This is an optimization exercise on Yosys and OpenROAD, whose aim is small area, a short achievable clock period and few clock cycles per item, not a production implementation. Power and IR drop assume default switching activity.

==> flow/design.v <==
module zigzag_rle (
  input  logic       clk,
  input  logic       reset,
  input  logic [8:0] dctq,
  input  logic       dctq_valid,
  input  logic [5:0] addr,
  output logic       hold,
  output logic [5:0] rle_run,
  output logic [8:0] rle_level,
  output logic       rle_eob,
  output logic       rle_valid,
  input  logic       rle_ready,
  output logic       overflow
);
  localparam logic [383:0] ZZ =
    384'hffedefdbdf35ba77e6b74efacec95e5cf59d92bcb9e31aa371538718d51b8a9c2885a4cc1442d2660611283089408040;
  logic [8:0]  mem [0:63];      
  logic        q0_v, blk, full;
  logic [5:0]  q0_a;
  logic [7:0]  q0_hi, q0_lo;    
  logic [8:0]  q0_d;
  logic        commit, blk_end, load, ld_ok;
  logic [63:0] pend;            
  logic [63:0] pend_r;          
  logic [63:0] nz;              
  logic [5:0]  an;              
  logic        q0_vn, blk_n, full_n;
  logic        room;            
  genvar g;
  generate
    for (g = 0; g < 64; g++) begin : g_map
      assign pend_r[ZZ[6*g +: 6]] = pend[g];
      if (g == 63) begin : g_last
        assign nz[g] = full ? |mem[63] : |q0_d;
      end else begin : g_other
        assign nz[g] = |mem[ZZ[6*g +: 6]];
      end
    end
  endgenerate
  assign commit  = q0_v & ~hold;
  assign blk_end = commit & q0_hi[7] & q0_lo[7];
  assign load    = ld_ok & room & (full | blk_end);
  assign an      = hold ? q0_a : addr;
  assign q0_vn   = hold | dctq_valid;
  assign blk_n   = load ? (an != 6'd0)
                        : (hold ? pend_r[q0_a] : pend_r[addr]);
  assign full_n  = (full | blk_end) & ~load;
  always_ff @(posedge clk) begin
    for (int r = 0; r < 64; r++)
      if (commit && q0_hi[r / 8] && q0_lo[r % 8]) mem[r] <= q0_d;
    if (!hold) begin
      q0_a <= addr;
      for (int i = 0; i < 8; i++) begin
        q0_hi[i] <= addr[5:3] == 3'(i);
        q0_lo[i] <= addr[2:0] == 3'(i);
      end
      q0_d <= dctq;
    end
  end
  logic        eob_due;
  logic        sel_v;           
  logic [7:0]  sel_g;           
  logic [7:0]  sel_la, sel_lb;  
  logic [7:0]  grp, gfirst, lfirst_a, lfirst_b, glow;
  logic [63:0] lower;           
  always_comb begin
    for (int j = 0; j < 8; j++)
      grp[j] = |pend[8*j +: 8];
    for (int j = 0; j < 8; j++) begin
      glow[j] = 1'b0;
      for (int m = 0; m < j; m++)
        glow[j] = glow[j] | grp[m];
      gfirst[j] = grp[j] & ~glow[j];
    end
    for (int k = 0; k < 64; k++) begin
      lower[k] = glow[k / 8];
      for (int m = 8 * (k / 8); m < k; m++)
        lower[k] = lower[k] | pend[m];
    end
    lfirst_a = 8'd0;
    lfirst_b = 8'd0;
    for (int j = 0; j < 4; j++)
      for (int i = 0; i < 8; i++) begin
        lfirst_a[i] = lfirst_a[i] | (pend[8*j + i] & ~lower[8*j + i]);
        lfirst_b[i] = lfirst_b[i] | (pend[8*j + 32 + i] & ~lower[8*j + 32 + i]);
      end
  end
  logic       e1_v, e2_v, e1_eob, e2_eob;
  logic [5:0] e1_run, e2_run;
  logic [8:0] e1_level, e2_level;
  logic       rv;                  
  logic       s0, s1, s2, le2, le3, deq;
  assign deq = rle_valid & rle_ready;
  assign s0  = ~sel_v & ~rv;
  assign s1  = sel_v ^ rv;
  assign s2  = sel_v & rv;
  assign le2 = (s0 & ~e2_v) | (s1 & ~e1_v) | (s2 & ~rle_valid);
  assign le3 = s0 | (s1 & ~e2_v) | (s2 & ~e1_v);
  assign room = deq ? le3 : le2;
  logic       slot_empty, eob_now;
  assign slot_empty = ~|sel_g;
  assign eob_now    = sel_v & slot_empty & eob_due;
  always_ff @(posedge clk) begin
    if (reset) begin
      q0_v     <= 1'b0;
      blk      <= 1'b0;
      hold     <= 1'b0;
      full     <= 1'b0;
      overflow <= 1'b0;
      pend     <= 64'd0;
      ld_ok    <= 1'b0;
      eob_due  <= 1'b0;
      sel_v    <= 1'b0;
    end else begin
      if (dctq_valid && hold) overflow <= 1'b1;
      q0_v <= q0_vn;
      blk  <= blk_n;
      full <= full_n;
      hold <= q0_vn & (blk_n | full_n);
      sel_v <= room;
      pend <= (pend & (lower | {64{~room}})) |
              ({64{load}} & nz & ~64'd1);
      if (eob_now) eob_due <= 1'b0;
      if (load)    eob_due <= 1'b1;
      ld_ok <= ~load & (~eob_due | eob_now);
    end
  end
  always_ff @(posedge clk) begin
    sel_g   <= gfirst | {7'd0, load};
    sel_la  <= lfirst_a | {7'd0, load};
    sel_lb  <= lfirst_b;
  end
  logic [8:0] rd_level, byte_lv [0:7];
  logic [5:0] rd_run, p_o, sel_k;    
  logic [8:0] r_level;
  logic [5:0] r_run;
  logic       r_eob;
  always_comb begin
    sel_k = 6'd0;
    for (int j = 0; j < 8; j++) begin
      if (sel_g[j]) sel_k[5:3] = sel_k[5:3] | 3'(j);
      if (sel_la[j] | sel_lb[j]) sel_k[2:0] = sel_k[2:0] | 3'(j);
    end
    rd_level = 9'd0;
    for (int j = 0; j < 8; j++) begin
      byte_lv[j] = 9'd0;
      for (int i = 0; i < 8; i++)
        if (j < 4 ? sel_la[i] : sel_lb[i])
          byte_lv[j] = byte_lv[j] | mem[ZZ[6*(8*j + i) +: 6]];
      if (sel_g[j]) rd_level = rd_level | byte_lv[j];
    end
    rd_run = slot_empty ? 6'd0 : sel_k + ~p_o;
  end
  always_ff @(posedge clk) begin
    if (reset)                     p_o <= 6'd63;
    else if (sel_v && !slot_empty) p_o <= sel_k;
    else if (eob_now)              p_o <= 6'd63;
    r_level <= rd_level;
    r_run   <= rd_run;
    r_eob   <= slot_empty;
  end
  always_ff @(posedge clk) begin
    if (reset) begin
      rv        <= 1'b0;
      rle_valid <= 1'b0;
      e1_v      <= 1'b0;
      e2_v      <= 1'b0;
    end else begin
      rv <= sel_v & (~slot_empty | eob_due);
      if (deq) begin
        rle_valid <= e1_v | rv;
        e1_v      <= e2_v | (e1_v & rv);
        e2_v      <= e2_v & rv;
      end else begin
        rle_valid <= rle_valid | rv;
        e1_v      <= e1_v | (rle_valid & rv);
        e2_v      <= e2_v | (e1_v & rv);
      end
    end
  end
  always_ff @(posedge clk) begin
    if (deq ? e1_v : !rle_valid) begin
      rle_eob   <= deq ? e1_eob   : r_eob;
      rle_run   <= deq ? e1_run   : r_run;
      rle_level <= deq ? e1_level : r_level;
    end else if (deq) begin
      rle_eob   <= r_eob;
      rle_run   <= r_run;
      rle_level <= r_level;
    end
    if (deq ? e2_v : !e1_v) begin
      e1_eob   <= deq ? e2_eob   : r_eob;
      e1_run   <= deq ? e2_run   : r_run;
      e1_level <= deq ? e2_level : r_level;
    end else if (deq) begin
      e1_eob   <= r_eob;
      e1_run   <= r_run;
      e1_level <= r_level;
    end
    if (deq || !e2_v) begin
      e2_eob   <= r_eob;
      e2_run   <= r_run;
      e2_level <= r_level;
    end
  end
endmodule
==> flow/config.mk <==
export PLATFORM = sky130hd
export DESIGN_NAME = zigzag_rle
export DESIGN_NICKNAME = zigzag_rle
export VERILOG_FILES = /design/flow/design.v
export SDC_FILE = /design/flow/constraint.sdc
export NUM_CORES = 4
export LEC_CHECK = 0
export ABC_CLOCK_PERIOD_IN_PS = 2500
export CAP_MARGIN = 20
export CORE_MARGIN = 2
export CORE_UTILIZATION = 40
export SETUP_SLACK_MARGIN = 2.5
export SLEW_MARGIN = 20
export TNS_END_PERCENT = 10
==> flow/constraint.sdc <==
create_clock -name core_clock -period 5.0 [get_ports {clk}]
set_input_delay 1.0000 -clock core_clock [delete_from_list [all_inputs] [get_ports {clk}]]
set_output_delay 1.0000 -clock core_clock [all_outputs]
set_load 0.01 [all_outputs]
run.sh (not shown) runs the stock make flow with config.mk's settings and CLKGATE_MAP_FILE= SYNTH_SCRIPT=/design/flow/synth_recipe.tcl, a recipe that flattens the netlist after the stock synthesis.
The first run completed with no timing, DRC or antenna violations.
Change:
--- a/flow/design.v
+++ b/flow/design.v
@@ -57,35 +57,34 @@
       q0_d <= dctq;
     end
   end
   logic        eob_due;
   logic        sel_v;           
-  logic [7:0]  sel_g;           
-  logic [7:0]  sel_la, sel_lb;  
-  logic [7:0]  grp, gfirst, lfirst_a, lfirst_b, glow;
+  logic [7:0]  sel_g, sel_l;    
+  logic [7:0]  grp, gfirst, lfirst, glow;
+  logic [7:0]  gne, gnz;        
+  logic        sel_none;        
   logic [63:0] lower;           
   always_comb begin
     for (int j = 0; j < 8; j++)
       grp[j] = |pend[8*j +: 8];
     for (int j = 0; j < 8; j++) begin
       glow[j] = 1'b0;
       for (int m = 0; m < j; m++)
-        glow[j] = glow[j] | grp[m];
+        glow[j] = glow[j] | gne[m];
       gfirst[j] = grp[j] & ~glow[j];
+      gnz[j] = |nz[8*j +: 8];
     end
     for (int k = 0; k < 64; k++) begin
       lower[k] = glow[k / 8];
       for (int m = 8 * (k / 8); m < k; m++)
         lower[k] = lower[k] | pend[m];
     end
-    lfirst_a = 8'd0;
-    lfirst_b = 8'd0;
-    for (int j = 0; j < 4; j++)
-      for (int i = 0; i < 8; i++) begin
-        lfirst_a[i] = lfirst_a[i] | (pend[8*j + i] & ~lower[8*j + i]);
-        lfirst_b[i] = lfirst_b[i] | (pend[8*j + 32 + i] & ~lower[8*j + 32 + i]);
-      end
+    lfirst = 8'd0;
+    for (int j = 0; j < 8; j++)
+      for (int i = 0; i < 8; i++)
+        lfirst[i] = lfirst[i] | (pend[8*j + i] & ~lower[8*j + i]);
   end
   logic       e1_v, e2_v, e1_eob, e2_eob;
   logic [5:0] e1_run, e2_run;
   logic [8:0] e1_level, e2_level;
   logic       rv;                  
@@ -97,19 +96,20 @@
   assign le2 = (s0 & ~e2_v) | (s1 & ~e1_v) | (s2 & ~rle_valid);
   assign le3 = s0 | (s1 & ~e2_v) | (s2 & ~e1_v);
   assign room = deq ? le3 : le2;
   logic       slot_empty, eob_now;
   assign slot_empty = ~|sel_g;
-  assign eob_now    = sel_v & slot_empty & eob_due;
+  assign eob_now    = sel_v & slot_empty & sel_none & eob_due;
   always_ff @(posedge clk) begin
     if (reset) begin
       q0_v     <= 1'b0;
       blk      <= 1'b0;
       hold     <= 1'b0;
       full     <= 1'b0;
       overflow <= 1'b0;
       pend     <= 64'd0;
+      gne      <= 8'd0;
       ld_ok    <= 1'b0;
       eob_due  <= 1'b0;
       sel_v    <= 1'b0;
     end else begin
       if (dctq_valid && hold) overflow <= 1'b1;
@@ -118,37 +118,37 @@
       full <= full_n;
       hold <= q0_vn & (blk_n | full_n);
       sel_v <= room;
       pend <= (pend & (lower | {64{~room}})) |
               ({64{load}} & nz & ~64'd1);
+      gne  <= load ? (gnz & ~8'd0) : grp;
       if (eob_now) eob_due <= 1'b0;
       if (load)    eob_due <= 1'b1;
       ld_ok <= ~load & (~eob_due | eob_now);
     end
   end
   always_ff @(posedge clk) begin
     sel_g   <= gfirst | {7'd0, load};
-    sel_la  <= lfirst_a | {7'd0, load};
-    sel_lb  <= lfirst_b;
+    sel_none <= ~|gne & ~load;
+    sel_l   <= lfirst | {7'd0, load};
   end
   logic [8:0] rd_level, byte_lv [0:7];
   logic [5:0] rd_run, p_o, sel_k;    
   logic [8:0] r_level;
   logic [5:0] r_run;
   logic       r_eob;
   always_comb begin
     sel_k = 6'd0;
     for (int j = 0; j < 8; j++) begin
       if (sel_g[j]) sel_k[5:3] = sel_k[5:3] | 3'(j);
-      if (sel_la[j] | sel_lb[j]) sel_k[2:0] = sel_k[2:0] | 3'(j);
+      if (sel_l[j]) sel_k[2:0] = sel_k[2:0] | 3'(j);
     end
     rd_level = 9'd0;
     for (int j = 0; j < 8; j++) begin
       byte_lv[j] = 9'd0;
       for (int i = 0; i < 8; i++)
-        if (j < 4 ? sel_la[i] : sel_lb[i])
-          byte_lv[j] = byte_lv[j] | mem[ZZ[6*(8*j + i) +: 6]];
+        if (sel_l[i]) byte_lv[j] = byte_lv[j] | mem[ZZ[6*(8*j + i) +: 6]];
       if (sel_g[j]) rd_level = rd_level | byte_lv[j];
     end
     rd_run = slot_empty ? 6'd0 : sel_k + ~p_o;
   end
   always_ff @(posedge clk) begin
@@ -164,11 +164,11 @@
       rv        <= 1'b0;
       rle_valid <= 1'b0;
       e1_v      <= 1'b0;
       e2_v      <= 1'b0;
     end else begin
-      rv <= sel_v & (~slot_empty | eob_due);
+      rv <= sel_v & (~slot_empty | (eob_due & sel_none));
       if (deq) begin
         rle_valid <= e1_v | rv;
         e1_v      <= e2_v | (e1_v & rv);
         e2_v      <= e2_v & rv;
       end else begin
Result: The changed run finished with timing, DRC and antenna clean. Flip-flop and latch count rose by 1. Combinational power went up by a few percent. Clock-buffer cell count goes down by 7. Worst hold slack degrades by 0.072 ns. Register-to-register slack improved by 0.08 ns. Core utilization decreases by 0.66 points. Global-route usage goes up by 0.79 points. Die area came out higher slightly. Via count goes up by a few percent. Synthesized cell count climbs by a few percent. Cell area barely changes. Power is about the same. First-iteration DRC count came out lower by a little under a tenth.
Function was not checked in any run of this note: the RTL went through the layout flow alone.

-- separate check: timing with driven ports --
In the flow no input, the clock included, has a driving cell. The finished layouts below were timed again as built, in two steps. Step 1 (the two cells are an assumption about what drives the block):
set clk [get_ports {clk}]
set_driving_cell -lib_cell sky130_fd_sc_hd__clkbuf_16 $clk
set_driving_cell -lib_cell sky130_fd_sc_hd__buf_2 [delete_from_list [all_inputs] $clk]
Step 2 adds t to the input delays and takes it off the output delays; t is the mean of the earliest and latest rising clock arrival at the registers after step 1. Input paths then give back, and output paths get back, about the clock's delay inside the block. a / b / c = ideal / step 1 / step 2; a / b = the first two.
| run | t (ns) | slack for setup (ns) | slew at the worst register clock pin (ns) |
|---|---|---|---|
| the first run | 0.694 | 2.338 / 2.286 / 1.646 | 0.07 / 0.07 |
| the second run | 0.702 | 2.421 / 2.405 / 1.857 | 0.07 / 0.07 |
After both steps every run listed still meets setup and hold. For the first run, which loses most, drivers alone change the setup slack by -0.052 ns; drivers and shift together by -0.692 ns.
